From an optimization exercise on the open Yosys and OpenROAD flow, aimed at small area and a short achievable clock period; shortcuts taken in it are not production practice.
Where RTL was checked, it was by simulation tests only, not by an equivalence proof against the original.
The clock port is modelled as an ideal driver, which makes a skipped or thinned clock tree look cheaper than it is; a real chip needs a root buffer or a tree.
Power is estimated from default activity; no workload was simulated.

pepper:
## video_frame_top
module video_frame_top
(
   input  logic   clk,
   input  logic   arst_n,
   input  video_pkg::mode_t  mode,
   input  logic   cam_valid,
   input  logic   cam_frame_start,
   input  video_pkg::pixel_t cam_pixel,
   input  logic   copy_start,
   output logic   copy_done,
   output video_pkg::pixel_t vid_pixel,
   output logic   vid_hsync,
   output logic   vid_vsync,
   output logic   vid_blank
);
   logic [5:0] hcount;
   logic [4:0] vcount;
   logic       hblank, vblank, hsync, vsync, blank;
   logic       hwin, vwin;
   logic       next_hblank, next_vblank, next_hwin, next_vwin;
   logic       hreset, vreset;
   assign hreset = (hcount == 6'(64 - 1));
   assign vreset = hreset && (vcount == 5'(30 - 1));
   assign next_hblank = hreset ? 1'b0 : ((hcount == 6'(48 - 1)) ? 1'b1 : hblank);
   assign next_vblank = vreset ? 1'b0 :
                        ((hreset && vcount == 5'(24 - 1)) ? 1'b1 : vblank);
   assign next_hwin   = (hcount == 6'(8 - 1)) ? 1'b1 :
                        ((hcount == 6'(8 + 16 - 1)) ? 1'b0 : hwin);
   assign next_vwin   = (hreset && vcount == 5'(4 - 1)) ? 1'b1 :
                        ((hreset && vcount == 5'(4 + 8 - 1)) ? 1'b0 : vwin);
   video_pkg::mode_t mode_q;
   logic sel_data, sel_fill;
   always_ff @(posedge clk or negedge arst_n) begin
      if (!arst_n) begin
         hcount   <= '0;
         vcount   <= '0;
         hblank   <= 1'b0;
         vblank   <= 1'b0;
         hwin     <= 1'b0;
         vwin     <= 1'b0;
         hsync    <= 1'b1;
         vsync    <= 1'b1;
         blank    <= 1'b1;
         sel_data <= 1'b0;
         sel_fill <= 1'b0;
         mode_q   <= video_pkg::mode_view;
      end else begin
         hcount <= hreset ? '0 : hcount + 1'b1;
         if (hreset) begin
  ...
==> flow/config.mk <==
export PLATFORM = sky130hd
export DESIGN_NAME = video_frame_top
export DESIGN_NICKNAME = video_frame_top
export VERILOG_FILES = /design/flow/design.v
export SDC_FILE = /design/flow/constraint.sdc
export NUM_CORES = 4
export LEC_CHECK = 0
export CAP_MARGIN = 20
export CORE_MARGIN = 2
export CORE_UTILIZATION = 65
export PLACE_DENSITY = 0.75
export SETUP_SLACK_MARGIN = 1.7
export SLEW_MARGIN = 20
==> flow/constraint.sdc <==
create_clock -name core_clock -period 3.5 [get_ports {clk}]
set_input_delay 0.7000 -clock core_clock [delete_from_list [all_inputs] [get_ports {clk}]]
set_output_delay 0.7000 -clock core_clock [all_outputs]
set_load 0.01 [all_outputs]
standard.sh (not shown) runs the stock make flow with config.mk's settings and CLKGATE_MAP_FILE= SYNTH_SCRIPT=/design/flow/synth_recipe.tcl, a recipe that flattens the netlist after the stock synthesis.
==> flow/flow/run.sh <==
#!/bin/bash
# Standard layout with two extra steps:
#  - before CTS, a hand-built two-level clock tree (flow/pre_cts.tcl)
#    replaces TritonCTS; the rest of the CTS step (legalisation, setup and
#    hold repair) runs as usual;
#  - before detailed placement, each output port's register (and the
#    inverter after it, if any) is moved next to the port's output buffer.
set -euo pipefail
here=$(pwd)
export PRE_DETAIL_PLACE_TCL="$here/flow/out_regs.tcl"
export PRE_CTS_TCL="$here/flow/pre_cts.tcl"
bash standard.sh > "$here/standard.log" 2>&1
Other scripts of this flow, unchanged in this note and not shown: flow/flow/manual_cts.tcl, flow/flow/out_regs.tcl, flow/flow/pre_cts.tcl
Changes in fjord relative to pepper:
--- a/flow/design.v
+++ b/flow/design.v
@@ -51,35 +51,36 @@
          vblank   <= 1'b0;
          hwin     <= 1'b0;
          vwin     <= 1'b0;
          hsync    <= 1'b1;
          vsync    <= 1'b1;
          blank    <= 1'b1;
          sel_data <= 1'b0;
          sel_fill <= 1'b0;
-         mode_q   <= video_pkg::mode_view;
       end else begin
          hcount <= hreset ? '0 : hcount + 1'b1;
          if (hreset) begin
             vcount <= vreset ? '0 : vcount + 1'b1;
          end
          hblank <= next_hblank;
          vblank <= next_vblank;
          hwin   <= next_hwin;
          vwin   <= next_vwin;
          hsync  <= (hcount == 6'(52 - 1)) ? 1'b0 :
                    ((hcount == 6'(58 - 1)) ? 1'b1 : hsync);
          vsync  <= (hreset && vcount == 5'(26 - 1)) ? 1'b0 :
                    ((hreset && vcount == 5'(28 - 1)) ? 1'b1 : vsync);
          blank  <= next_vblank | next_hblank;
          sel_data <= next_hwin && next_vwin && mode_q[0];
          sel_fill <= !(next_vblank || next_hblank) && !(next_hwin && next_vwin);
-         mode_q   <= mode;
-      end
+      end
+   end
+   always_ff @(posedge clk) begin
+      mode_q <= mode;
    end
    logic [6:0] wr_ptr;
    logic [6:0] this_addr;
    logic [3:0] wslot_idx;
    logic [3:0] phc;       
    logic [3:0] wps;       
    logic [2:0] wtagm;
    logic [7:0] wdat, wdat_n;
@@ -135,38 +136,33 @@
    logic [3:0] bsel;
    logic [7:0] we1;    
    assign crow = cnt[8:6];
    assign ck   = cnt[5:0];
    assign last = active && (cnt == {3'd7, 6'd58});
    always_ff @(posedge clk or negedge arst_n) begin
       if (!arst_n) begin
          active    <= 1'b0;
-         cnt       <= '0;
          copy_done <= 1'b0;
       end else begin
          if (active) begin
-            cnt <= cnt + 1'b1;
             if (last) active <= 1'b0;
          end else if (copy_start) begin
             active <= 1'b1;
-            cnt    <= '0;
          end
          copy_done <= last;
       end
    end
-   always_ff @(posedge clk or negedge arst_n) begin
-      if (!arst_n) begin
-         ld   <= 1'b0;
-         we1  <= '0;
-      end else begin
-         ld <= active && (ck >= 6'd25) && (ck <= 6'd40);
-         for (int r = 0; r < 8; r++) begin
-            we1[r] <= active && (ck >= 6'd42) && (ck <= 6'd57) && (crow == 3'(r));
-         end
+   always_ff @(posedge clk) begin
+      cnt <= active ? cnt + 1'b1 : '0;
+   end
+   always_ff @(posedge clk) begin
+      ld <= active && (ck >= 6'd25) && (ck <= 6'd40);
+      for (int r = 0; r < 8; r++) begin
+         we1[r] <= active && (ck >= 6'd42) && (ck <= 6'd57) && (crow == 3'(r));
       end
    end
    logic [7:0] wh_d [16];
    logic [15:1] wh_v;
    logic [15:0] wh_in;
    logic [3:0] xl, xl_n;
    logic [2:0] rl, rl_n, rlm, rlm_n;
    logic [3:0] xq;        
Findings:
- Taking pepper as the reference, in fjord maximum number of pins on one net before global-route repair rose by about 38%, headroom to the max-slew limit climbed 13 points.
- Compared pepper against fjord; hold-fix buffer count after cts within noise.
- In the tables for fjord and pepper, utilization reads lower with fjord.
- Setup slack after placement: fjord vs pepper up 0.077 ns
- Changes observed in fjord relative to pepper: fraction of power consumed by the clock network barely changed, cell count went down by 51, hold slack went down 0.15 ns.
- fjord has post-route fraction of the period consumed by the critical path below what pepper had.
- In terms of area used by sequential logic in the layout, fjord and pepper differ only marginally.
- As of fjord, via count of the routed design had fallen by a few percent compared to pepper.
- | global-route usage | fjord vs pepper | 1.3 points lower |
Function not checked in pepper: the RTL went through the layout flow alone. No run of this note takes its clock network from TritonCTS; it comes from the design's own scripts or RTL.

==> afterwards: timing with drivers on the ports <==
The results above use ideal ports. As a check the final layouts listed here were re-extracted and re-timed, cells and wires unchanged. Step 1, drivers: a clkbuf_16 drives clk and a buf_2 each remaining input, both assumed. Step 2, shift: input delay + t, output delay - t, t = (earliest + latest rising clock arrival at the registers) / 2. This alone moves slack from input paths to output paths. Three values: ideal ports, drivers, drivers and shift; two values: the first two.
run	shift t [ns]	setup WS [ns]	hold WS [ns]	slew at the worst register clock pin (ns)	worst slew at a driven data input, ns
pepper	0.666	1.698 / 1.564 / 1.384	0.205 / 0.097 / 0.310	0.12 / 0.12	0.05
fjord	0.661	1.710 / 1.576 / 1.260	0.053 / -0.057 / 0.312	0.11 / 0.11	0.04
After both steps every run listed still meets setup and hold. For fjord, which loses most, drivers alone change the setup slack by -0.134 ns; drivers and shift together by -0.450 ns.
